This design comes from an exercise in tuning for small area on the open sky130 flow, not from production work. Function was checked by simulation only, so behaviour that the tests miss may differ from the original. Power and IR drop assume default switching activity.

--- design/flow/design.v ---
module regfile_2w_scoreboard #(
    parameter int DATA_W   = 32,
    parameter int ADDR_W   = 5,
    parameter int ZERO_REG = 1,
    parameter int BYPASS   = 1
) (
    input  logic              clk,
    input  logic              reset,
    input  logic [ADDR_W-1:0] rd_addr1,
    input  logic [ADDR_W-1:0] rd_addr2,
    output logic [DATA_W-1:0] rd_data1,
    output logic [DATA_W-1:0] rd_data2,
    output logic              rd_busy1,
    output logic              rd_busy2,
    input  logic              wr_en_a,
    input  logic [ADDR_W-1:0] wr_addr_a,
    input  logic [DATA_W-1:0] wr_data_a,
    input  logic              wr_en_b,
    input  logic [ADDR_W-1:0] wr_addr_b,
    input  logic [DATA_W-1:0] wr_data_b,
    input  logic              claim_en,
    input  logic [ADDR_W-1:0] claim_addr,
    output logic              collision
);
    localparam int DEPTH = 1 << ADDR_W;
    localparam int NT    = DEPTH + 1;           
    logic [DATA_W-1:0] regs [1:DEPTH-1];
    logic [DATA_W-1:0] regs_nxt [1:DEPTH-1];
    logic [DEPTH-1:1]  pend, pend_nxt;
    logic [DEPTH-1:1]  valid, valid_nxt;
    logic [DEPTH-1:1]  wa, wb, cl;
    logic [DEPTH-1:1]  s_a, s_h;
    logic              we_a, we_b;
    assign we_a = wr_en_a && (wr_addr_a != '0);
    assign we_b = wr_en_b && (wr_addr_b != '0);
    logic [3:0] wa_lo_n, unused_lo_b, unused_lo_c;
    logic [7:0] wa_hi_n, unused_hi_b, unused_hi_c;
    rf_dec u_dec_a (.en(wr_en_a),  .ad(wr_addr_a),  .y(wa), .lo_n(wa_lo_n), .hi_n(wa_hi_n));
    rf_dec u_dec_b (.en(wr_en_b),  .ad(wr_addr_b),  .y(wb), .lo_n(unused_lo_b), .hi_n(unused_hi_b));
    rf_dec u_dec_c (.en(claim_en), .ad(claim_addr), .y(cl), .lo_n(unused_lo_c), .hi_n(unused_hi_c));
    for (genvar i = 1; i < DEPTH; i++) begin : g_wsel
        rf_nor3  u_sa (.a(wa_lo_n[i % 4]), .b(wa_hi_n[i / 4]), .c(wb[i]), .y(s_a[i]));   
        rf_nor2  u_sh (.a(wa[i]), .b(wb[i]),   .y(s_h[i]));    
        rf_a21o  u_pn (.a1(pend[i]), .a2(s_h[i]), .b1(cl[i]), .x(pend_nxt[i]));
        rf_nand2b u_vn (.a_n(valid[i]), .b(s_h[i]), .y(valid_nxt[i]));
    end
    for (genvar i = 1; i < DEPTH; i++) begin : g_wrow
        for (genvar b = 0; b < DATA_W; b++) begin : g_wbit
            rf_wbit u_w (
                .sa(s_a[i]), .sb(wb[i]), .sh(s_h[i]),
                .da(wr_data_a[b]), .db(wr_data_b[b]), .q(regs[i][b]),
                .d(regs_nxt[i][b])
            );
        end
    end
    logic [ADDR_W-1:0] ra [2];
    logic [NT-1:0]     rsel [2];
    logic [DEPTH-1:0]  psel [2];
    logic [DEPTH-1:0]  pterm [2];
    logic              rbusy [2];
    assign ra[0] = rd_addr1;
    assign ra[1] = rd_addr2;
    for (genvar p = 0; p < 2; p++) begin : g_rport
        logic hit_a, hit_b, hit_c, hit;
        assign hit_a = we_a && (wr_addr_a == ra[p]);
        assign hit_b = we_b && (wr_addr_b == ra[p]);
        assign hit_c = claim_en && (claim_addr == ra[p]) && (ra[p] != '0);
        assign hit   = hit_a || hit_b;
        assign rsel[p][0] = hit_b;
        assign rsel[p][1] = hit_a && !hit_b;
        logic [3:0] unused_lo;
        logic [7:0] unused_hi;
        rf_dec u_dec (.en(!hit), .ad(ra[p]), .y(psel[p][DEPTH-1:1]), .lo_n(unused_lo), .hi_n(unused_hi));
        for (genvar i = 1; i < DEPTH; i++) begin : g_sel
            rf_and2 u_v (.a(psel[p][i]), .b(valid[i]), .x(rsel[p][i + 1]));
        end
        assign psel[p][0]  = hit;
        assign pterm[p][0] = hit_c;
        assign pterm[p][DEPTH-1:1] = pend;
        rf_aomux #(.N(DEPTH)) u_busy (.sel(psel[p]), .src(pterm[p]), .y(rbusy[p]));
    end
    for (genvar b = 0; b < DATA_W; b++) begin : g_rbit
        logic [NT-1:0] src;
        assign src[0] = wr_data_b[b];
        assign src[1] = wr_data_a[b];
        for (genvar i = 1; i < DEPTH; i++) begin : g_src
            assign src[i + 1] = regs[i][b];
        end
        rf_aomux #(.N(NT)) u_r1 (.sel(rsel[0]), .src(src), .y(rd_data1[b]));
        rf_aomux #(.N(NT)) u_r2 (.sel(rsel[1]), .src(src), .y(rd_data2[b]));
    end
    assign rd_busy1 = rbusy[0];
    assign rd_busy2 = rbusy[1];
    always_ff @(posedge clk) begin
        for (int i = 1; i < DEPTH; i++) regs[i] <= regs_nxt[i];
    end
    always_ff @(posedge clk or negedge reset) begin
        if (!reset) begin
            valid     <= '0;
            pend      <= '0;
            collision <= 1'b0;
        end else begin
            valid     <= valid_nxt;
            pend      <= pend_nxt;
            collision <= we_a && we_b && wr_addr_a == wr_addr_b;
        end
    end
endmodule
module rf_wbit (
    input  logic sa, sb, sh, da, db, q,
    output logic d
);
    assign d = (sa & da) | (sb & db) | (sh & q);
endmodule
module rf_dec (
    input  logic       en,
    input  logic [4:0] ad,
    output logic [31:1] y,
    output logic [3:0]  lo_n,
    output logic [7:0]  hi_n
);
    for (genvar k = 0; k < 4; k++) begin : g_lo
        rf_nand2 u_lo (.a(ad[1] == k[1]), .b(ad[0] == k[0]), .y(lo_n[k]));
    end
    for (genvar k = 0; k < 8; k++) begin : g_hi
        rf_nand4 u_hi (.a(en), .b(ad[4] == k[2]), .c(ad[3] == k[1]), .d(ad[2] == k[0]), .y(hi_n[k]));
    end
    for (genvar i = 1; i < 32; i++) begin : g_y
        rf_nor2 u_y (.a(lo_n[i % 4]), .b(hi_n[i / 4]), .y(y[i]));
    end
endmodule
module rf_aomux #(
    parameter int N = 33
) (
    input  logic [N-1:0] sel,
    input  logic [N-1:0] src,
    output logic         y
);
    localparam int NG = (N + 2) / 3;
    localparam int NQ = (NG + 3) / 4;
    logic [NG-1:0] g;
    logic [NQ-1:0] z;
    for (genvar k = 0; k < NG; k++) begin : g_grp
        if (3 * k + 2 < N) begin : g_3
            rf_aoi222 u_g (
                .a1(sel[3*k]),   .a2(src[3*k]),
                .b1(sel[3*k+1]), .b2(src[3*k+1]),
                .c1(sel[3*k+2]), .c2(src[3*k+2]),
                .y(g[k])
            );
        end else if (3 * k + 1 < N) begin : g_2
            rf_aoi22 u_g (
                .a1(sel[3*k]),   .a2(src[3*k]),
                .b1(sel[3*k+1]), .b2(src[3*k+1]),
                .y(g[k])
            );
        end else begin : g_1
            rf_nand2 u_g (.a(sel[3*k]), .b(src[3*k]), .y(g[k]));
        end
    end
    for (genvar k = 0; k < NQ; k++) begin : g_q
        localparam int LO = 4 * k;
        localparam int HI = (4 * k + 3 < NG) ? 4 * k + 3 : NG - 1;
        rf_nand #(.N(HI - LO + 1)) u_n (.a(g[HI:LO]), .y(z[k]));
    end
    assign y = |z;
endmodule
module rf_aoi222 (
    input  logic a1, a2, b1, b2, c1, c2,
    output logic y
);
    assign y = ~((a1 & a2) | (b1 & b2) | (c1 & c2));
endmodule
module rf_aoi22 (
    input  logic a1, a2, b1, b2,
    output logic y
);
    assign y = ~((a1 & a2) | (b1 & b2));
endmodule
module rf_nand #(
    parameter int N = 4
) (
    input  logic [N-1:0] a,
    output logic         y
);
    assign y = ~&a;
endmodule
module rf_nand2 (input logic a, b, output logic y);
    assign y = ~(a & b);
endmodule
module rf_nand4 (input logic a, b, c, d, output logic y);
    assign y = ~(a & b & c & d);
endmodule
module rf_nor2 (input logic a, b, output logic y);
    assign y = ~(a | b);
endmodule
module rf_nor3 (input logic a, b, c, output logic y);
    assign y = ~(a | b | c);
endmodule
module rf_nand2b (input logic a_n, b, output logic y);
    assign y = ~(~a_n & b);
endmodule
module rf_and2 (input logic a, b, output logic x);
    assign x = a & b;
endmodule
module rf_a21o (input logic a1, a2, b1, output logic x);
    assign x = (a1 & a2) | b1;
endmodule
--- design/flow/run.sh ---
#!/bin/bash
# synth_recipe.tcl (not shown) runs the flow's synth.tcl, then flattens the netlist and writes it again
# the make line also repeats each setting of config.mk as NAME=value (left out here)
make -C /OpenROAD-flow-scripts/flow DESIGN_CONFIG=/design/flow/config.mk WORK_HOME=/design/flow/orfs CLKGATE_MAP_FILE= SYNTH_SCRIPT=/design/flow/synth_recipe.tcl finish
--- design/flow/config.mk ---
export PLATFORM = sky130hd
export DESIGN_NAME = regfile_2w_scoreboard
export DESIGN_NICKNAME = regfile_2w_scoreboard
export VERILOG_FILES = /design/flow/design.v
export SDC_FILE = /design/flow/constraint.sdc
export NUM_CORES = 4
export LEC_CHECK = 0
export CAP_MARGIN = 10
export CELL_PAD_IN_SITES_DETAIL_PLACEMENT = 3
export CELL_PAD_IN_SITES_GLOBAL_PLACEMENT = 3
export CORE_MARGIN = 2
export CORE_UTILIZATION = 40
export CTS_BUF_LIST = sky130_fd_sc_hd__clkbuf_8
export PLACE_DENSITY = 0.62
export SETUP_SLACK_MARGIN = 0.1
export SLEW_MARGIN = 10
export SYNTH_HIERARCHICAL = 1
export SYNTH_MINIMUM_KEEP_SIZE = 0
--- design/flow/constraint.sdc ---
create_clock -name core_clock -period 7.0 [get_ports {clk}]
set_input_delay 1.4000 -clock core_clock [delete_from_list [all_inputs] [get_ports {clk}]]
set_output_delay 1.4000 -clock core_clock [all_outputs]
set_load 0.01 [all_outputs]
==> results.sh, run 1 <==
export IMPL_ys_ff_latch=1055
export IMPL_synth_top_area_cell="dfxtp_1"
export IMPL_row_count=125
export IMPL_die_h_um=345.5
export IMPL_haltStage="3_5_place_dp"
export IMPL_netlist_instances=4521
export IMPL_status="aborted with a tool error"
export IMPL_hpwl_mm=233.6
export IMPL_ioPinCount=161
export IMPL_error_line="[ERROR DPL-0033] detailed placement checks failed during check placement."
export IMPL_yosysTopAreaCellShare=0.4258
export IMPL_yosys_warnings=19
export IMPL_initial_core_util=0.4025
export IMPL_place_congestion=1.024
export IMPL_synth_area_top_cells="dfxtp_1 43%, a222oi_1 37%, inv_1 8.2%"
export IMPL_synth_distinct_cells=24
export IMPL_io_buffers=160
export IMPL_ys_seq_area_frac=0.4596
export IMPL_die_w_um=345.5
export IMPL_synth_area_um2=46640
export IMPL_syn_area_per_cell_um2=10.32
-- metrics by stage --
step / instances / instance area [um^2] / TNS (ns) / hold slack [ns]
global placement: 6615 / 54740 / -0.7905 / 0.4550
floorplan: 4521 / 46640 / -44.15 / 0.4402
-- Yosys cell counts --
library cell	n
nand3_1	73
xnor2_1	16
o21ai_2	1
or4_1	2
dfxtp_1	992
nor3_2	31
inv_1	1017
nor3_1	6
nand2_1	20
nor2b_1	2
and2_1	62
a21o_1	31
nand4_1	172
or3_1	66
or2_1	2
nor2_1	190
nor4_1	6
nand2b_1	31
xor2_1	17
a22oi_2	2
a222oi_1	1716
dfrtp_1	63
a21oi_1	2
o21ai_1	1
-- Yosys stat by module (local to each module, per instance), a selection --
module / cells / cell area (um^2) / flops+latches
rf_nor2: 1 / 3.754 / 0
regfile_2w_scoreboard: 1121 / 21910 / 1055
rf_and2: 1 / 6.256 / 0
rf_nor3: 1 / 10.01 / 0
rf_aoi22: 1 / 12.51 / 0
rf_a21o: 1 / 7.507 / 0
rf_nand2b: 1 / 6.256 / 0
-- power by group through the flow --
stage                   registers, uW  clock network, uW  logic (uW)
after floorplan                  8460                  0        2000
after global placement           8820                  0        3210
-- kinds of logic after synthesis --
logic type / share of synthesized area
XOR/XNOR: 0.006197
AO/OA/AOI/OAI: 0.3743
AND/OR/NAND/NOR: 0.07809
flip-flops: 0.4596
buffers and inverters: 0.08184
-- worst max path at each step --
stage                             to  slack, ns         start
after global placement  rd_data2[10]      -0.14  wr_addr_b[1]
after floorplan          rd_data1[0]      -0.68  wr_addr_b[4]
==> run 2: changes to the inputs <==
--- a/design/flow/config.mk
+++ b/design/flow/config.mk
@@ -11,6 +11,7 @@
 export CORE_MARGIN = 2
 export CORE_UTILIZATION = 40
 export CTS_BUF_LIST = sky130_fd_sc_hd__clkbuf_8
+export MIN_ROUTING_LAYER = met2
 export PLACE_DENSITY = 0.62
 export SETUP_SLACK_MARGIN = 0.1
 export SLEW_MARGIN = 10
==> results.sh, run 2 <==
export IMPL_haltStage="3_5_place_dp"
export IMPL_ioPinCount=161
export IMPL_error_line="[ERROR DPL-0033] detailed placement checks failed during check placement."
export IMPL_yosysTopAreaCellShare=0.4258
export IMPL_yosys_warnings=19
export IMPL_ys_async_sr_fraction=0.05972
export IMPL_synth_main_ff_cell="dfxtp_1"
export IMPL_syn_area_per_cell_um2=10.32
export IMPL_ys_seq_area_frac=0.4596
export IMPL_synth_edff_count=0
export IMPL_synth_area_top_cells="dfxtp_1 43%, a222oi_1 37%, inv_1 8.2%"
export IMPL_row_count=125
export IMPL_yosysMostFrequentCell="a222oi_1"
export IMPL_ys_top_cells_by_count="1716 x a222oi_1, 1017 x inv_1, 992 x dfxtp_1"
export IMPL_netlist_instances=4521
export IMPL_place_congestion=1.183
export IMPL_hpwl_mm=243.7
export IMPL_ys_ff_latch=1055
export IMPL_io_buffers=160
export IMPL_die_h_um=345.5
export IMPL_status="aborted with a tool error"
export IMPL_synth_distinct_cells=24
export IMPL_initial_core_util=0.4025
export IMPL_synth_area_um2=46640
export IMPL_synth_top_area_cell="dfxtp_1"
export IMPL_die_w_um=345.5
run 2: cell counts after synthesis:
Identical to the previous run, type by type.
run 2: through the flow:
step | TNS, ns | power (uW)
2_1_floorplan | -44.15 | 10460
3_3_place_gp | -1.972 | 12030
run 2: how the worst min path moves through the flow:
stage | end | slack [ns]
floorplan | valid[10]$_DFF_PN0_ | 0.44
global placement | valid[24]$_DFF_PN0_ | 0.45
run 2: cell families after synthesis:
group                  count (synthesis)  synth area share
flip-flops                          1055            0.4596
AO/OA/AOI/OAI                       1753            0.3743
buffers and inverters               1017           0.08184
AND/OR/NAND/NOR                      663           0.07809
XOR/XNOR                              33          0.006197
run 2: power by group through the flow:
stage          clock (uW)  combinational, uW  sequential, uW
3_3_place_gp            0               3240            8790
2_1_floorplan           0               2000            8460
run 2: per-module statistics from Yosys, one instance, submodules excluded, a selection:
module / flip-flops and latches / times used
rf_aoi22: 0 / 2
rf_nand2: 0 / 20
rf_nand2b: 0 / 31
rf_nor3: 0 / 31
regfile_2w_scoreboard: 1055 / 1
rf_aoi222: 0 / 724
rf_a21o: 0 / 31
rf_and2: 0 / 62
rf_nand4: 0 / 40
==> run 3: changes to the inputs <==
--- a/design/flow/config.mk
+++ b/design/flow/config.mk
@@ -6,13 +6,15 @@
 export NUM_CORES = 4
 export LEC_CHECK = 0
 export CAP_MARGIN = 10
-export CELL_PAD_IN_SITES_DETAIL_PLACEMENT = 3
-export CELL_PAD_IN_SITES_GLOBAL_PLACEMENT = 3
+export CELL_PAD_IN_SITES_DETAIL_PLACEMENT = 2
+export CELL_PAD_IN_SITES_GLOBAL_PLACEMENT = 2
 export CORE_MARGIN = 2
-export CORE_UTILIZATION = 40
+export CORE_UTILIZATION = 35
 export CTS_BUF_LIST = sky130_fd_sc_hd__clkbuf_8
+export CTS_CLUSTER_DIAMETER = 80
+export CTS_CLUSTER_SIZE = 20
 export MIN_ROUTING_LAYER = met2
-export PLACE_DENSITY = 0.62
+export PLACE_DENSITY = 0.55
 export SETUP_SLACK_MARGIN = 0.1
 export SLEW_MARGIN = 10
 export SYNTH_HIERARCHICAL = 1
==> results.sh, run 3 <==
export IMPL_error_line="[ERROR GRT-0116] Global routing finished with congestion. Check the congestion regions in the DRC Viewer."
export IMPL_synth_top_area_cell="dfxtp_1"
export IMPL_hpwl_mm=209.2
export IMPL_ys_async_sr_fraction=0.05972
export IMPL_yosysTopAreaCellShare=0.4258
export IMPL_post_place_ws_ns=-0.4483
export IMPL_overflow=9
export IMPL_die_h_um=369.1
export IMPL_netlist_instances=4521
export IMPL_ioPinCount=161
export IMPL_first_global_vias=87879
export IMPL_io_buffers=160
export IMPL_synth_area_um2=46640
export IMPL_synth_main_ff_cell="dfxtp_1"
export IMPL_die_w_um=369.1
export IMPL_cts_buffers=76
export IMPL_synth_distinct_cells=24
export IMPL_root_buffer="clkbuf_8"
export IMPL_track_usage=0.7899
export IMPL_status="aborted with a tool error"
export IMPL_ys_top_cells_by_count="1716 x a222oi_1, 1017 x inv_1, 992 x dfxtp_1"
export IMPL_initial_core_util=0.3539
export IMPL_ys_seq_area_frac=0.4596
export IMPL_yosysMostFrequentCell="a222oi_1"
export IMPL_numClockSinks=1055
export IMPL_ys_ff_latch=1055
export IMPL_clock_path_buffers=3
export IMPL_yosys_warnings=19
export IMPL_synth_area_top_cells="dfxtp_1 43%, a222oi_1 37%, inv_1 8.2%"
export IMPL_cts_htree_levels=3
export IMPL_place_area_um2=56180
export IMPL_grt_pass1_wl_mm=522.2
export IMPL_grt_max_degree=64
export IMPL_row_count=133
export IMPL_cts_hold_buf=0
export IMPL_syn_area_per_cell_um2=10.32
export IMPL_place_congestion=1.183
export IMPL_haltStage="5_1_grt"
export IMPL_synth_edff_count=0
## run 3: cell counts after synthesis
No cell type changed its count.
## run 3: how the worst max path moves through the flow
stage,start,to,slack [ns],cells after the start
3_3_place_gp,wr_addr_a[3],rd_data1[6],-0.45,14
4_1_cts,wr_addr_b[0],rd_data2[3],0.10,16
2_1_floorplan,wr_addr_b[4],rd_data1[0],-0.68,10
3_5_place_dp,wr_addr_a[3],rd_data1[6],-0.45,14
## run 3: repair_timing
action,4_1_cts
hold endpoints to repair,0
setup endpoints to repair,64
pin swaps,43
setup buffers,7
gates resized for setup,59
## run 3: per-module statistics from Yosys, one instance, submodules excluded, excerpt
| module | cells | flops+latches | copies in the design | area, um^2 |
|---|---|---|---|---|
| rf_nor3 | 1 | 0 | 31 | 10.01 |
| rf_a21o | 1 | 0 | 31 | 7.507 |
| rf_nand2 | 1 | 0 | 20 | 3.754 |
| rf_nand4 | 1 | 0 | 40 | 6.256 |
| regfile_2w_scoreboard | 1121 | 1055 | 1 | 21910 |
| rf_and2 | 1 | 0 | 62 | 6.256 |
| rf_nand2b | 1 | 0 | 31 | 6.256 |
| rf_aoi22 | 1 | 0 | 2 | 12.51 |
## run 3: stage by stage
step                      hold WS [ns]  std cells  total power [uW]  TNS (ns)
after CTS                       0.4966       7116             16240         0
after detailed placement        0.4634       6978             12420    -6.175
after global placement          0.4552       6977             12130    -7.048
after floorplan                 0.4402       4521             10460    -44.15
## run 3: logic make-up after synthesis
kind of cell	share of synthesized area
DFF	0.4596
and+or+nand+nor	0.07809
buffers and inverters	0.08184
AOI/OAI and AO/OA	0.3743
xor gates and xnor gates	0.006197
## run 3: routing by layer
metal / GRT overflow / global-route usage
met5: 0 / 0.6474
met4: 3 / 0.5713
met3: 6 / 0.8828
met2: 0 / 0.8341
met1: - / -
## run 3: power groups by stage
stage,clock [uW],sequential (uW),combinational (uW)
after floorplan,0,8460,2000
after global placement,0,8830,3310
after detailed placement,0,8920,3490
after CTS,3930,8800,3510
==> run 4: changes to the inputs <==
--- a/design/flow/config.mk
+++ b/design/flow/config.mk
@@ -13,6 +13,7 @@
 export CTS_BUF_LIST = sky130_fd_sc_hd__clkbuf_8
 export CTS_CLUSTER_DIAMETER = 80
 export CTS_CLUSTER_SIZE = 20
+export GPL_TIMING_DRIVEN = 0
 export MIN_ROUTING_LAYER = met2
 export PLACE_DENSITY = 0.55
 export SETUP_SLACK_MARGIN = 0.1
==> results.sh, run 4 <==
export IMPL_muxShareOfSynthArea=0
export IMPL_die_h_um=369.1
export IMPL_ys_top_cells_by_count="1716 x a222oi_1, 1017 x inv_1, 992 x dfxtp_1"
export IMPL_netlist_instances=4521
export IMPL_post_place_ws_ns=-1.863
export IMPL_synth_edff_count=0
export IMPL_synth_top_area_cell="dfxtp_1"
export IMPL_ys_async_sr_fraction=0.05972
export IMPL_clock_path_buffers=3
export IMPL_haltStage="5_1_grt"
export IMPL_hpwl_mm=220.3
export IMPL_ys_ff_latch=1055
export IMPL_ioPinCount=161
export IMPL_syn_area_per_cell_um2=10.32
export IMPL_cts_htree_levels=3
export IMPL_numClockSinks=1055
export IMPL_first_global_vias=89440
export IMPL_io_buffers=160
export IMPL_grt_pass1_wl_mm=571.6
export IMPL_row_count=133
export IMPL_grt_max_degree=34
export IMPL_die_w_um=369.1
export IMPL_root_buffer="clkbuf_8"
export IMPL_yosys_warnings=19
export IMPL_ys_seq_area_frac=0.4596
export IMPL_synth_compound_area_frac=0.3743
export IMPL_track_usage=0.8658
export IMPL_synth_simple_area_share=0.07809
export IMPL_placed_cells=6706
export IMPL_synth_distinct_cells=24
export IMPL_status="aborted with a tool error"
export IMPL_synth_main_ff_cell="dfxtp_1"
export IMPL_synth_xor_area_frac=0.006197
export IMPL_synth_area_um2=46640
export IMPL_synth_area_top_cells="dfxtp_1 43%, a222oi_1 37%, inv_1 8.2%"
export IMPL_place_congestion=1.021
export IMPL_yosysMostFrequentCell="a222oi_1"
export IMPL_synthAdderAreaFrac=0
export IMPL_yosysTopAreaCellShare=0.4258
export IMPL_initial_core_util=0.3539
export IMPL_error_line="[ERROR GRT-0116] Global routing finished with congestion. Check the congestion regions in the DRC Viewer."
export IMPL_synth_top_family_by_area="compound AO/OA/AOI/OAI gates"
export IMPL_overflow=1685
export IMPL_cts_buffers=72
run 4: cell counts after synthesis:
Identical to the previous run, type by type.
run 4: power groups by stage:
stage	registers (uW)	logic [uW]	clock network, uW
2_1_floorplan	8460	2000	0
4_1_cts	8780	3510	3810
3_3_place_gp	8730	3140	0
3_5_place_dp	8880	3440	0
run 4: logic make-up after synthesis:
kind of cell | count (synthesis)
compound gates | 1753
simple gates | 663
xor+xnor | 33
flops | 1055
buf+inv | 1017
run 4: metal layers:
metal	GRT overflow	track usage
met1	-	-
met2	242	0.8839
met3	1002	0.9638
met4	216	0.6744
met5	225	0.8191
run 4: how the worst max path moves through the flow:
stage	cells after the start	startpoint	end
global placement	9	rd_addr1[2]	rd_data1[5]
CTS	14	wr_addr_b[1]	rd_data1[20]
floorplan	10	wr_addr_b[4]	rd_data1[0]
detailed placement	13	wr_addr_a[2]	rd_data1[20]
run 4: what timing repair did:
item / CTS
cloned: 12
pin swaps: 54
resized for setup: 185
hold buffers: 0
endpoints found under the setup margin: 66
setup buffers: 70
run 4: metrics by stage:
stage	util	TNS, ns	instance area (um^2)
4_1_cts	0.4500	0	59300
3_5_place_dp	0.4295	-91.25	56600
3_3_place_gp	0.3827	-5886.89	50440
2_1_floorplan	-	-44.15	46640
run 4: Yosys stat by module, one instance, submodules excluded, a selection:
module,cells,copies in the design
rf_nor3,1,31
rf_nand2,1,20
rf_nand4,1,40
regfile_2w_scoreboard,1121,1
rf_and2,1,62
rf_wbit,2,992
rf_aoi22,1,2
==> run 5: changes to the inputs <==
--- a/design/flow/config.mk
+++ b/design/flow/config.mk
@@ -9,13 +9,8 @@
 export CELL_PAD_IN_SITES_DETAIL_PLACEMENT = 2
 export CELL_PAD_IN_SITES_GLOBAL_PLACEMENT = 2
 export CORE_MARGIN = 2
-export CORE_UTILIZATION = 35
+export CORE_UTILIZATION = 30
 export CTS_BUF_LIST = sky130_fd_sc_hd__clkbuf_8
-export CTS_CLUSTER_DIAMETER = 80
-export CTS_CLUSTER_SIZE = 20
-export GPL_TIMING_DRIVEN = 0
-export MIN_ROUTING_LAYER = met2
-export PLACE_DENSITY = 0.55
 export SETUP_SLACK_MARGIN = 0.1
 export SLEW_MARGIN = 10
 export SYNTH_HIERARCHICAL = 1
==> results.sh, run 5 <==
export IMPL_die_h_um=398.3
export IMPL_post_route_period_util=1.001
export IMPL_yosysTopAreaCellShare=0.4258
export IMPL_routedWlPerCell_um=44.33
export IMPL_cp_common_cell="buf_4"
export IMPL_max_slew_margin_rel=0.1369
export IMPL_overflow=0
export IMPL_clock_path_buffers=3
export IMPL_crit_type="in2out"
export IMPL_synth_main_ff_cell="dfxtp_1"
export IMPL_track_usage=0.4119
export IMPL_row_count=144
export IMPL_rr_worst_depth=2
export IMPL_fin_ws_ns=-0.009967
export IMPL_drc=0
export IMPL_cp_depth=17
export IMPL_synth_area_um2=46640
export IMPL_synth_edff_count=0
export IMPL_wl_met1_mm=127.6
export IMPL_synth_top_family_by_area="compound AO/OA/AOI/OAI gates"
export IMPL_finalHoldViolCount=0
export IMPL_synthAdderAreaFrac=0
export IMPL_met3_wirelength_mm=51.18
export IMPL_cp_required_ns=5.60
export IMPL_rsz0062_at_grt="true"
export IMPL_tritoncts="built"
export IMPL_first_global_vias=58100
export IMPL_setup_violations=2
export IMPL_fill_cells=16606
export IMPL_hpwl_mm=215.8
export IMPL_cts_hold_buf=0
export IMPL_dr_max_layer_used="met5"
export IMPL_finalWirelength_mm=340.9
export IMPL_synth_compound_area_frac=0.3743
export IMPL_path_delay_family="buffers and inverters"
export IMPL_io_buffers=160
export IMPL_largest_register="regs"
export IMPL_synth_simple_area_share=0.07809
export IMPL_muxShareOfSynthArea=0
export IMPL_die_w_um=398.3
export IMPL_grt_pass1_wl_mm=465.4
export IMPL_dieArea_um2=158600
export IMPL_grt_max_degree=62
export IMPL_synth_area_top_cells="dfxtp_1 43%, a222oi_1 37%, inv_1 8.2%"
export IMPL_tns_ns=-0.01587
export IMPL_syn_area_per_cell_um2=10.32
export IMPL_drtAntennaViolNets=0
export IMPL_crit_slowest_cell="a222oi_1"
export IMPL_peakVddDrop_uv=144.9
export IMPL_critical_path_cell_chain="clkdlybuf4s50_1, buf_4, xor2_1, nor4_4, nor2_1, buf_4, nand4_1, buf_4, nor2_1, and2_4, buf_8, buf_12, a222oi_1, nand4_1, buf_6, or3_1, dlygate4sd2_1"
export IMPL_cts_htree_levels=4
export IMPL_yosysMostFrequentCell="a222oi_1"
export IMPL_min_period_ns=7.010
export IMPL_antenna_found_initial=36
export IMPL_synth_distinct_cells=24
export IMPL_timing_fmax_mhz=142.7
export IMPL_fin_util=0.3978
export IMPL_status="failed layout checks"
export IMPL_slowest_delay_ns=0.57
export IMPL_ioPinCount=161
export IMPL_largest_reg_flops=992
export IMPL_path_max_fanout=11
export IMPL_root_buffer="clkbuf_8"
export IMPL_layout_commonest_cell="a222oi_1"
export IMPL_cp_arrival_ns=5.61
export IMPL_so_faults="setup timing"
export IMPL_crit_buf_inv=8
export IMPL_drt_initial_drc_count=16502
export IMPL_ys_ff_latch=1055
export IMPL_synthToLayoutAreaGrowth_pct=31.55
export IMPL_top_regs="regs: 992 flops, pend: 31 flops, valid: 31 flops"
export IMPL_synth_xor_area_frac=0.006197
export IMPL_numClockSinks=1055
export IMPL_drv_slew=0
export IMPL_initial_core_util=0.3024
export IMPL_hold_class="in2async"
export IMPL_ys_async_sr_fraction=0.05972
export IMPL_tightest_slew_ns=1.292
export IMPL_power_density_nw_per_um2=309.6
export IMPL_ys_top_cells_by_count="1716 x a222oi_1, 1017 x inv_1, 992 x dfxtp_1"
export IMPL_clk_pin_slew_ns=0.06
export IMPL_place_congestion=0.9511
export IMPL_p_leak_uw=0.02831
export IMPL_drive_above_1_share=0.1945
export IMPL_mostFrequentLayoutCells="1716 x a222oi_1, 1081 x inv_1, 992 x dfxtp_1, 491 x buf_4, 260 x clkbuf_8"
export IMPL_hold_ws_ns=0.2335
export IMPL_yosys_warnings=19
export IMPL_cts_buffers=196
export IMPL_synth_top_area_cell="dfxtp_1"
export IMPL_power_uw=19000
export IMPL_clk_insertion_delay_late_ns=0.95
export IMPL_startpoint_type="input port"
export IMPL_post_place_ws_ns=-0.5951
export IMPL_nNetsFinal=5561
export IMPL_core_area_um2=154200
export IMPL_worstSetupEndpointType="output pin"
export IMPL_vias=58694
export IMPL_finalClockSkew_ns=0
export IMPL_netlist_instances=4521
export IMPL_dr_pass1_iters=11
export IMPL_cap_violations=0
export IMPL_route_met2_wl_mm=142.3
export IMPL_ys_seq_area_frac=0.4596
export IMPL_vias_per_cell=7.633
-- run 5: cell counts after synthesis --
No cell type changed its count.
-- run 5: metrics by stage --
step,instance area [um^2],instances
finish,61360,7690
detailed placement,56550,7279
global route,61320,7677
global placement,56550,7279
CTS,60950,7657
floorplan,46640,4521
-- run 5: power by group --
group | internal, uW | switching (uW) | total [uW] | leakage (uW)
Combinational | 1690 | 1950 | 3640 | 0.0169
Clock | 3420 | 3000 | 6410 | 0.00238
Sequential | 7550 | 1390 | 8940 | 0.00902
Total | 12700 | 6340 | 19000 | 0.0283
-- run 5: worst paths after layout --
check,start,endpoint,slack [ns]
setup / recovery,wr_addr_b[3],rd_data1[25],-0.01
hold / removal,reset,valid[24]$_DFF_PN0_,0.23
setup reg to reg,regs[15][21]$_DFF_P_,regs[15][21]$_DFF_P_,6.07
hold reg to reg,valid[28]$_DFF_PN0_,valid[28]$_DFF_PN0_,0.49
max in group asynchronous,reset,valid[12]$_DFF_PN0_,5.53
min in group core_clock,valid[28]$_DFF_PN0_,valid[28]$_DFF_PN0_,0.49
-- run 5: what timing repair did --
action	CTS	global route
hold endpoints to repair	0	0
endpoints found under the setup margin	64	63
cloned	1	1
setup buffers	15	16
resized for setup	77	69
pin swaps	46	52
-- run 5: routing by layer --
layer / up-vias / track usage
met2: 5043 / 0.6008
met4: 14 / 0.2214
met3: 1139 / 0.1463
met5: - / 0.01423
li1: 22177 / -
met1: 30321 / 0.5277
-- run 5: cells by family (layout without fill, tap and decap cells) --
logic type,Yosys count,count (layout)
AO/OA/AOI/OAI,1753,1753
XOR/XNOR,33,33
other,0,15
buffers and inverters,1017,2125
AND/OR/NAND/NOR,663,665
flip-flops,1055,1055
-- run 5: final cells by class --
type	count	area (um^2)	share of cell area
diodes	15	37.54	0.0006118
flip-flops and latches	1055	21440	0.3494
repair buffers	746	6965	0.1135
clock buffers	260	3578	0.05832
clock inverters	102	541.8	0.008830
well taps	2044	2557	0.04168
inverters	1017	3817	0.06222
multi-input cells	2451	22420	0.3655
-- run 5: worst register-to-register path, delay by kind of cell (launching register included) --
family	cells	cell delay (ns)
AOI/OAI and AO/OA	1	0.37
buffers and inverters	1	0.09
DFF	1	0.34
-- run 5: modules after synthesis, one instance, submodules excluded, excerpt --
module	flops+latches	area (um^2)	copies in the design
rf_a21o	0	7.507	31
rf_and2	0	6.256	62
rf_nor2	0	3.754	186
rf_nand4	0	6.256	40
rf_nand2	0	3.754	20
rf_dec	0	18.77	5
rf_nor3	0	10.01	31
rf_aoi222	0	10.01	724
regfile_2w_scoreboard	1055	21910	1
==> run 6: changes to the inputs <==
--- a/design/flow/design.v
+++ b/design/flow/design.v
@@ -23,7 +23,6 @@
     output logic              collision
 );
     localparam int DEPTH = 1 << ADDR_W;
-    localparam int NT    = DEPTH + 1;           
     logic [DATA_W-1:0] regs [1:DEPTH-1];
     logic [DATA_W-1:0] regs_nxt [1:DEPTH-1];
     logic [DEPTH-1:1]  pend, pend_nxt;
@@ -54,40 +53,38 @@
         end
     end
     logic [ADDR_W-1:0] ra [2];
-    logic [NT-1:0]     rsel [2];
-    logic [DEPTH-1:0]  psel [2];
-    logic [DEPTH-1:0]  pterm [2];
+    logic [DEPTH-1:1]  dsel [2];
+    logic [DEPTH-1:1]  rsel [2];
+    logic              r_nhit [2], r_sa [2], r_sb [2];
     logic              rbusy [2];
     assign ra[0] = rd_addr1;
     assign ra[1] = rd_addr2;
     for (genvar p = 0; p < 2; p++) begin : g_rport
-        logic hit_a, hit_b, hit_c, hit;
+        logic hit_a, hit_b, hit_c, preg;
+        logic [3:0] unused_lo;
+        logic [7:0] unused_hi;
         assign hit_a = we_a && (wr_addr_a == ra[p]);
         assign hit_b = we_b && (wr_addr_b == ra[p]);
         assign hit_c = claim_en && (claim_addr == ra[p]) && (ra[p] != '0);
-        assign hit   = hit_a || hit_b;
-        assign rsel[p][0] = hit_b;
-        assign rsel[p][1] = hit_a && !hit_b;
-        logic [3:0] unused_lo;
-        logic [7:0] unused_hi;
-        rf_dec u_dec (.en(!hit), .ad(ra[p]), .y(psel[p][DEPTH-1:1]), .lo_n(unused_lo), .hi_n(unused_hi));
+        assign r_nhit[p] = !(hit_a || hit_b);
+        assign r_sb[p]   = hit_b;
+        assign r_sa[p]   = hit_a && !hit_b;
+        rf_dec u_dec (.en(1'b1), .ad(ra[p]), .y(dsel[p]), .lo_n(unused_lo), .hi_n(unused_hi));
         for (genvar i = 1; i < DEPTH; i++) begin : g_sel
-            rf_and2 u_v (.a(psel[p][i]), .b(valid[i]), .x(rsel[p][i + 1]));
-        end
-        assign psel[p][0]  = hit;
-        assign pterm[p][0] = hit_c;
-        assign pterm[p][DEPTH-1:1] = pend;
-        rf_aomux #(.N(DEPTH)) u_busy (.sel(psel[p]), .src(pterm[p]), .y(rbusy[p]));
+            rf_and2 u_v (.a(dsel[p][i]), .b(valid[i]), .x(rsel[p][i]));
+        end
+        rf_aomux #(.N(DEPTH - 1)) u_busy (.sel(dsel[p]), .src(pend), .y(preg));
+        assign rbusy[p] = r_nhit[p] ? preg : hit_c;
     end
     for (genvar b = 0; b < DATA_W; b++) begin : g_rbit
-        logic [NT-1:0] src;
-        assign src[0] = wr_data_b[b];
-        assign src[1] = wr_data_a[b];
+        logic [DEPTH-1:1] src;
         for (genvar i = 1; i < DEPTH; i++) begin : g_src
-            assign src[i + 1] = regs[i][b];
-        end
-        rf_aomux #(.N(NT)) u_r1 (.sel(rsel[0]), .src(src), .y(rd_data1[b]));
-        rf_aomux #(.N(NT)) u_r2 (.sel(rsel[1]), .src(src), .y(rd_data2[b]));
+            assign src[i] = regs[i][b];
+        end
+        rf_rbit u_r1 (.sel(rsel[0]), .src(src), .nhit(r_nhit[0]), .sa(r_sa[0]), .sb(r_sb[0]),
+                      .da(wr_data_a[b]), .db(wr_data_b[b]), .y(rd_data1[b]));
+        rf_rbit u_r2 (.sel(rsel[1]), .src(src), .nhit(r_nhit[1]), .sa(r_sa[1]), .sb(r_sb[1]),
+                      .da(wr_data_a[b]), .db(wr_data_b[b]), .y(rd_data2[b]));
     end
     assign rd_busy1 = rbusy[0];
     assign rd_busy2 = rbusy[1];
@@ -128,6 +125,23 @@
     for (genvar i = 1; i < 32; i++) begin : g_y
         rf_nor2 u_y (.a(lo_n[i % 4]), .b(hi_n[i / 4]), .y(y[i]));
     end
+endmodule
+module rf_rbit (
+    input  logic [31:1] sel,
+    input  logic [31:1] src,
+    input  logic        nhit, sa, sb, da, db,
+    output logic        y
+);
+    logic [2:0] z;
+    rf_aoterms #(.N(31)) u_t (.sel(sel), .src(src), .z(z));
+    rf_rfin u_f (.z(z), .nhit(nhit), .sa(sa), .sb(sb), .da(da), .db(db), .y(y));
+endmodule
+module rf_rfin (
+    input  logic [2:0] z,
+    input  logic       nhit, sa, sb, da, db,
+    output logic       y
+);
+    assign y = (|z & nhit) | (sa & da) | (sb & db);
 endmodule
 module rf_aomux #(
     parameter int N = 33
@@ -165,6 +179,31 @@
     end
     assign y = |z;
 endmodule
+module rf_aoterms #(
+    parameter int N = 31
+) (
+    input  logic [N-1:0] sel,
+    input  logic [N-1:0] src,
+    output logic [2:0]   z
+);
+    localparam int NG = (N + 2) / 3;
+    logic [NG-1:0] g;
+    for (genvar k = 0; k < NG; k++) begin : g_grp
+        if (3 * k + 2 < N) begin : g_3
+            rf_aoi222 u_g (
+                .a1(sel[3*k]),   .a2(src[3*k]),
+                .b1(sel[3*k+1]), .b2(src[3*k+1]),
+                .c1(sel[3*k+2]), .c2(src[3*k+2]),
+                .y(g[k])
+            );
+        end else begin : g_1
+            rf_nand2 u_g (.a(sel[3*k]), .b(src[3*k]), .y(g[k]));
+        end
+    end
+    rf_nand #(.N(4)) u_n0 (.a(g[3:0]),  .y(z[0]));
+    rf_nand #(.N(4)) u_n1 (.a(g[7:4]),  .y(z[1]));
+    rf_nand #(.N(3)) u_n2 (.a(g[10:8]), .y(z[2]));
+endmodule
 module rf_aoi222 (
     input  logic a1, a2, b1, b2, c1, c2,
     output logic y
--- a/design/flow/config.mk
+++ b/design/flow/config.mk
@@ -10,8 +10,7 @@
 export CELL_PAD_IN_SITES_GLOBAL_PLACEMENT = 2
 export CORE_MARGIN = 2
 export CORE_UTILIZATION = 30
-export CTS_BUF_LIST = sky130_fd_sc_hd__clkbuf_8
-export SETUP_SLACK_MARGIN = 0.1
+export SETUP_SLACK_MARGIN = 0.3
 export SLEW_MARGIN = 10
 export SYNTH_HIERARCHICAL = 1
 export SYNTH_MINIMUM_KEEP_SIZE = 0
==> results.sh, run 6 <==
export IMPL_layout_commonest_cell="a222oi_1"
export IMPL_multi_input_area_um2=22670
export IMPL_hold_end="valid[11]$_DFF_PN0_"
export IMPL_placed_cells=7202
export IMPL_top_regs="regs: 992 flops, pend: 31 flops, valid: 31 flops"
export IMPL_grt_max_degree=64
export IMPL_synth_edff_count=0
export IMPL_cts_htree_levels=4
export IMPL_timing_rr_start="regs[6][20]$_DFF_P_"
export IMPL_fin_area_um2=59410
export IMPL_fill_cells=16767
export IMPL_stdcell_count=7436
export IMPL_p_leak_uw=0.02648
export IMPL_crit_type="in2out"
export IMPL_finalWirelength_mm=314.7
export IMPL_yosys_warnings=22
export IMPL_post_cts_buffers=0
export IMPL_hold_path_startpoint="valid[11]$_DFF_PN0_"
export IMPL_path_max_fanout=18
export IMPL_core_area_um2=156000
export IMPL_clk_pin_slew_ns=0.05
export IMPL_ys_ff_latch=1055
export IMPL_place_area_um2=55180
export IMPL_regArea_um2=21440
export IMPL_post_route_period_util=0.9701
export IMPL_track_usage=0.3784
export IMPL_startpoint_type="input port"
export IMPL_clk_insertion_delay_late_ns=0.76
export IMPL_post_cts_resized=0
export IMPL_drc=0
export IMPL_vias_per_cell=7.474
export IMPL_worstSetupEndpointType="output pin"
export IMPL_finalClockSkew_ns=0
export IMPL_place_congestion=0.8994
export IMPL_min_path_cells=1
export IMPL_cp_arrival_ns=5.39
export IMPL_peakVddDrop_uv=182.4
export IMPL_drv_slew=0
export IMPL_synth_area_top_cells="dfxtp_1 42%, a222oi_1 35%, inv_1 8.1%"
export IMPL_setup_violations=0
export IMPL_reg2reg_slack_ns=6.13
export IMPL_yosysTopAreaCellShare=0.4220
export IMPL_ioPinCount=161
export IMPL_yosysMostFrequentCell="a222oi_1"
export IMPL_dr_pass1_iters=13
export IMPL_ys_top_cells_by_count="1652 x a222oi_1, 1017 x inv_1, 992 x dfxtp_1"
export IMPL_path_delay_family="simple AND/OR/NAND/NOR gates"
export IMPL_vias=55577
export IMPL_crit_buf_inv=3
export IMPL_hold_class="reg2reg"
export IMPL_synth_distinct_cells=28
export IMPL_mostFrequentLayoutCells="1652 x a222oi_1, 1017 x inv_1, 992 x dfxtp_1, 261 x buf_4, 172 x nand4_1"
export IMPL_rr_worst_depth=2
export IMPL_ys_seq_area_frac=0.4555
export IMPL_clock_path_buffers=3
export IMPL_tns_ns=0
export IMPL_routedWlPerCell_um=42.32
export IMPL_cts_buffers=131
export IMPL_largest_register="regs"
export IMPL_drive_above_1_share=0.1259
export IMPL_critical_path_cell_chain="clkdlybuf4s50_1, nand2_1, nor2_1, and2_2, buf_12, a222oi_1, nand4_1, o31ai_1, nand2_1, clkdlybuf4s50_1"
export IMPL_power_density_nw_per_um2=317.3
export IMPL_syn_area_per_cell_um2=10.12
export IMPL_first_global_vias=55856
export IMPL_root_buffer="clkbuf_16"
export IMPL_ys_async_sr_fraction=0.05972
export IMPL_grt_pass1_wl_mm=435.1
export IMPL_finalHoldViolCount=0
export IMPL_rsz0062_at_grt="true"
export IMPL_numClockSinks=1055
export IMPL_row_count=145
export IMPL_timing_fmax_mhz=147.3
export IMPL_cp_required_ns=5.60
export IMPL_io_buffers=160
export IMPL_cts_hold_buf=0
export IMPL_tightest_slew_ns=1.222
export IMPL_synthToLayoutAreaGrowth_pct=26.26
export IMPL_hpwl_mm=195.9
export IMPL_r2r_end="regs[6][20]$_DFF_P_"
export IMPL_synth_main_ff_cell="dfxtp_1"
export IMPL_overflow=0
export IMPL_die_w_um=400.1
export IMPL_max_slew_margin_rel=0.1831
export IMPL_tritoncts="built"
export IMPL_initial_core_util=0.3016
export IMPL_min_period_ns=6.790
export IMPL_die_h_um=400.1
export IMPL_synth_top_area_cell="dfxtp_1"
export IMPL_dieArea_um2=160000
export IMPL_cap_violations=0
export IMPL_power_uw=18850
export IMPL_synth_area_um2=47060
export IMPL_nNetsFinal=5371
export IMPL_slowest_delay_ns=0.61
export IMPL_status="complete, no violations"
export IMPL_drt_initial_drc_count=14813
export IMPL_crit_slowest_cell="o31ai_1"
export IMPL_netlist_instances=4650
export IMPL_largest_reg_flops=992
export IMPL_drtAntennaViolNets=0
export IMPL_antenna_found_initial=3
## run 6: where the power goes
group	switching, uW	leakage (uW)	total, uW	internal (uW)
clock	2910	0.00206	6850	3940
combinational	1660	0.0154	3120	1450
sequential	1330	0.00902	8880	7550
total	5900	0.0265	18800	12900
## run 6: worst max-delay path by stage
stage / from / to / slack [ns] / cells after the start
after floorplan: wr_addr_b[2] / rd_data1[0] / 1.15 / 6
after global placement: rd_addr1[1] / rd_data1[6] / 0.37 / 11
after detailed placement: rd_addr1[0] / rd_data1[30] / 0.34 / 12
after CTS: rd_addr1[0] / rd_data1[30] / 0.31 / 12
after global routing: rd_addr1[4] / rd_data1[28] / 0.24 / 11
final: rd_addr1[0] / rd_data1[17] / 0.21 / 10
## run 6: cell type report
class,instances,share of cell area
well taps,2058,0.04334
diodes,1,0.00004212
flip-flops and latches,1055,0.3608
clock buffers,207,0.06634
clock inverters,26,0.004338
repair buffers,479,0.07931
multi-input cells,2593,0.3816
inverters,1017,0.06425
## run 6: metrics by stage
stage	setup slack, ns	hold slack, ns	utilization
2_1_floorplan	1.152	0.4402	-
3_3_place_gp	0.3682	0.4550	0.3536
3_5_place_dp	0.3350	0.4625	0.3537
4_1_cts	0.3119	0.4789	0.3806
5_1_grt	0.2381	0.5051	0.3808
6_report	0.2095	0.4827	0.3808
## run 6: per-layer routing
layer / GRT usage / up-vias / routed length, um
met1: 0.4954 / 28817 / 121800
met3: 0.08597 / 763 / 37570
li1: - / 21826 / -
met2: 0.5664 / 4171 / 135000
met4: 0.2255 / 0 / 20370
met5: 0.001513 / - / 0
## run 6: kinds of logic (layout without fill, tap and decap cells)
family                 after synthesis  count (layout)  share of synthesized area
AO/OA/AOI/OAI                     1815            1815                     0.3773
XOR/XNOR                            33              33                   0.006142
buffers and inverters             1017            1729                    0.08112
flip-flops                        1055            1055                     0.4555
multiplexers                         2               2                  0.0004786
other                                1              17                 0.00007969
AND/OR/NAND/NOR                    727             727                    0.07937
## run 6: Yosys stat by module, one instance, submodules excluded, excerpt
module                 flip-flops and latches  times used  area [um^2]
regfile_2w_scoreboard                    1055           1        21940
rf_a21o                                     0          31        7.507
rf_and2                                     0          62        6.256
rf_aoi222                                   0         660        10.01
rf_dec                                      0           5        18.77
rf_nand2                                    0          86        3.754
rf_nand2b                                   0          31        6.256
rf_nand4                                    0          40        6.256
rf_nor2                                     0         186        3.754
rf_nor3                                     0          31        10.01
rf_rfin                                     0          64        18.77
rf_wbit                                     0         992        13.76
==> run 7: changes to the inputs <==
--- a/design/flow/config.mk
+++ b/design/flow/config.mk
@@ -10,6 +10,9 @@
 export CELL_PAD_IN_SITES_GLOBAL_PLACEMENT = 2
 export CORE_MARGIN = 2
 export CORE_UTILIZATION = 30
+export CTS_BUF_LIST = sky130_fd_sc_hd__clkbuf_8
+export CTS_CLUSTER_DIAMETER = 60
+export CTS_CLUSTER_SIZE = 12
 export SETUP_SLACK_MARGIN = 0.3
 export SLEW_MARGIN = 10
 export SYNTH_HIERARCHICAL = 1
==> results.sh, run 7 <==
export IMPL_hold_end="valid[11]$_DFF_PN0_"
export IMPL_die_h_um=400.1
export IMPL_finalWirelength_mm=313.1
export IMPL_slowest_delay_ns=0.65
export IMPL_largest_reg_flops=992
export IMPL_hpwl_mm=195.9
export IMPL_cp_required_ns=5.60
export IMPL_routedWlPerCell_um=42.12
export IMPL_status="complete, no violations"
export IMPL_path_delay_family="simple AND/OR/NAND/NOR gates"
export IMPL_drv_slew=0
export IMPL_clk_insertion_delay_late_ns=0.87
export IMPL_dr_pass1_iters=14
export IMPL_initial_core_util=0.3016
export IMPL_clock_path_buffers=3
export IMPL_synth_distinct_cells=28
export IMPL_path_max_fanout=18
export IMPL_max_slew_margin_rel=0.1803
export IMPL_root_buffer="clkbuf_8"
export IMPL_first_global_vias=55579
export IMPL_place_congestion=0.8994
export IMPL_synthToLayoutAreaGrowth_pct=23.39
export IMPL_cts_buffers=132
export IMPL_timing_rr_start="regs[12][2]$_DFF_P_"
export IMPL_hold_path_startpoint="valid[11]$_DFF_PN0_"
export IMPL_vias_per_cell=7.464
export IMPL_synth_area_um2=47060
export IMPL_crit_type="in2out"
export IMPL_die_w_um=400.1
export IMPL_p_leak_uw=0.02592
export IMPL_vias=55477
export IMPL_yosysTopAreaCellShare=0.4220
export IMPL_post_route_period_util=0.9703
export IMPL_power_density_nw_per_um2=294.8
export IMPL_synth_top_area_cell="dfxtp_1"
export IMPL_io_buffers=160
export IMPL_yosys_warnings=22
export IMPL_tritoncts="built"
export IMPL_critical_path_cell_chain="clkdlybuf4s50_1, nand2_1, nor2_1, and2_2, buf_12, a222oi_1, nand4_1, o31ai_1, nand2_1, clkdlybuf4s50_1"
export IMPL_cap_violations=0
export IMPL_min_period_ns=6.792
export IMPL_ys_ff_latch=1055
export IMPL_cts_htree_levels=4
export IMPL_ys_seq_area_frac=0.4555
export IMPL_synth_area_top_cells="dfxtp_1 42%, a222oi_1 35%, inv_1 8.1%"
export IMPL_rsz0062_at_grt="true"
export IMPL_layout_commonest_cell="a222oi_1"
export IMPL_hold_ws_ns=0.4808
export IMPL_cp_arrival_ns=5.39
export IMPL_crit_slowest_cell="o31ai_1"
export IMPL_antenna_found_initial=6
export IMPL_timing_fmax_mhz=147.2
export IMPL_r2r_end="regs[12][2]$_DFF_P_"
export IMPL_drc=0
export IMPL_tns_ns=0
export IMPL_dieArea_um2=160000
export IMPL_track_usage=0.3772
export IMPL_min_path_cells=1
export IMPL_core_area_um2=156000
export IMPL_overflow=0
export IMPL_nNetsFinal=5374
export IMPL_clk_pin_slew_ns=0.06
export IMPL_cts_hold_buf=0
export IMPL_tightest_slew_ns=1.230
export IMPL_setup_violations=0
export IMPL_yosysMostFrequentCell="a222oi_1"
export IMPL_grt_max_degree=64
export IMPL_numClockSinks=1055
export IMPL_row_count=145
export IMPL_reg2reg_slack_ns=6.12
export IMPL_ys_async_sr_fraction=0.05972
export IMPL_largest_register="regs"
export IMPL_finalClockSkew_ns=0
export IMPL_peakVddDrop_uv=195.7
export IMPL_grt_pass1_wl_mm=433.5
export IMPL_drt_initial_drc_count=15041
export IMPL_crit_start="rd_addr1[0]"
export IMPL_syn_area_per_cell_um2=10.12
export IMPL_drtAntennaViolNets=0
export IMPL_synth_main_ff_cell="dfxtp_1"
export IMPL_finalHoldViolCount=0
export IMPL_hold_class="reg2reg"
export IMPL_drive_above_1_share=0.1307
export IMPL_crit_buf_inv=3
export IMPL_top_regs="regs: 992 flops, pend: 31 flops, valid: 31 flops"
export IMPL_ioPinCount=161
export IMPL_worstSetupEndpointType="output pin"
export IMPL_startpoint_type="input port"
export IMPL_netlist_instances=4650
export IMPL_ys_top_cells_by_count="1652 x a222oi_1, 1017 x inv_1, 992 x dfxtp_1"
export IMPL_synth_edff_count=0
export IMPL_mostFrequentLayoutCells="1652 x a222oi_1, 1033 x inv_1, 992 x dfxtp_1, 262 x buf_4, 172 x nand4_1"
export IMPL_rr_worst_depth=2
## run 7: where the power goes
part	switching, uW	total (uW)	internal (uW)
Sequential	1320	8860	7540
Clock	2710	5150	2430
Combinational	1650	3110	1460
## run 7: repair_timing
item | 4_1_cts | 5_1_grt
endpoints found under the setup margin | 0 | 12
setup buffers | 0 | 2
resized for setup | 0 | 7
endpoints found under the hold margin | 0 | 0
## run 7: kinds of logic after synthesis
group                  Yosys count  share of synthesized area
XOR/XNOR                        33                   0.006142
multiplexers                     2                  0.0004786
other                            1                 0.00007969
AO/OA/AOI/OAI                 1815                     0.3773
AND/OR/NAND/NOR                727                    0.07937
flip-flops                    1055                     0.4555
buffers and inverters         1017                    0.08112
## run 7: through the flow
step                utilization  instance area [um^2]  cells  total power (uW)  setup WS (ns)
floorplan                     -                 47110   4665             10340          1.152
global placement         0.3536                 55170   7201             11720         0.3682
detailed placement       0.3537                 55180   7202             11970         0.3350
CTS                      0.3717                 57990   7428             17080         0.3152
global route             0.3721                 58060   7432             17880         0.2475
finish                   0.3721                 58060   7433             17110         0.2079
## run 7: how the worst max path moves through the flow
stage / end / cells after the start
final: rd_data1[17] / 10
after detailed placement: rd_data1[30] / 12
after global placement: rd_data1[6] / 11
after floorplan: rd_data1[0] / 6
after CTS: rd_data1[30] / 12
after global routing: rd_data1[28] / 11
## run 7: worst register-to-register path, cell delays in order, from the launching register on
cell and delay [ns]:
dfxtp_1 0.34, a222oi_1 0.35, inv_1 0.08
## run 7: modules after synthesis, one instance, submodules excluded, excerpt
module / flops+latches / times used
rf_nand4: 0 / 40
rf_nand2b: 0 / 31
rf_and2: 0 / 62
regfile_2w_scoreboard: 1055 / 1
rf_nor3: 0 / 31
rf_a21o: 0 / 31
rf_rfin: 0 / 64
rf_aoi222: 0 / 660
rf_wbit: 0 / 992
## run 7: metal layers
metal	vias up	share of wire	track usage
met5	-	0.000022	0
met4	2	0.065	0.2204
met3	781	0.12	0.08268
met2	4137	0.43	0.5644
met1	28792	0.39	0.4975
li1	21765	-	-
## run 7: cell type report
class                      instances  area, um^2
fill                           16892       97960
multi-input combinational       2593       22670
clock buffer                     152        2092
clock inverter                    74       720.7
antenna                            3       7.507
inverter                        1017        3817
tap                             2058        2575
timing repair buffer             481        4740
sequential                      1055       21440

==> re-timing with driven ports <==
The flow's constraints put no driver on any port. The routed layouts listed below were extracted and timed again, unchanged, in two steps. Step 1, drivers: a clkbuf_16 drives clk and a buf_2 each remaining input, both assumed. Step 2 moves the port delays by t, midway between the first and last clock arrival at a register: inputs arrive t later, outputs are due t later. That takes back most of the time a late clock gives input paths. Three values: no drivers, after step 1, after step 2; two values: the first two.
| run | shift t [ns] | slack for setup (ns) | worst setup path after step 2 | worst register clock-pin slew, ns |
|---|---|---|---|---|
| run 5 | 1.033 | -0.010 / -0.040 / -0.040 | input to output | 0.07 / 0.07 |
| run 6 | 0.847 | 0.210 / 0.185 / 0.185 | input to output | 0.07 / 0.07 |
| run 7 | 0.962 | 0.208 / 0.183 / 0.183 | input to output | 0.09 / 0.09 |
For run 5, which loses most, drivers alone change the setup slack by -0.030 ns; drivers and shift together by -0.030 ns.
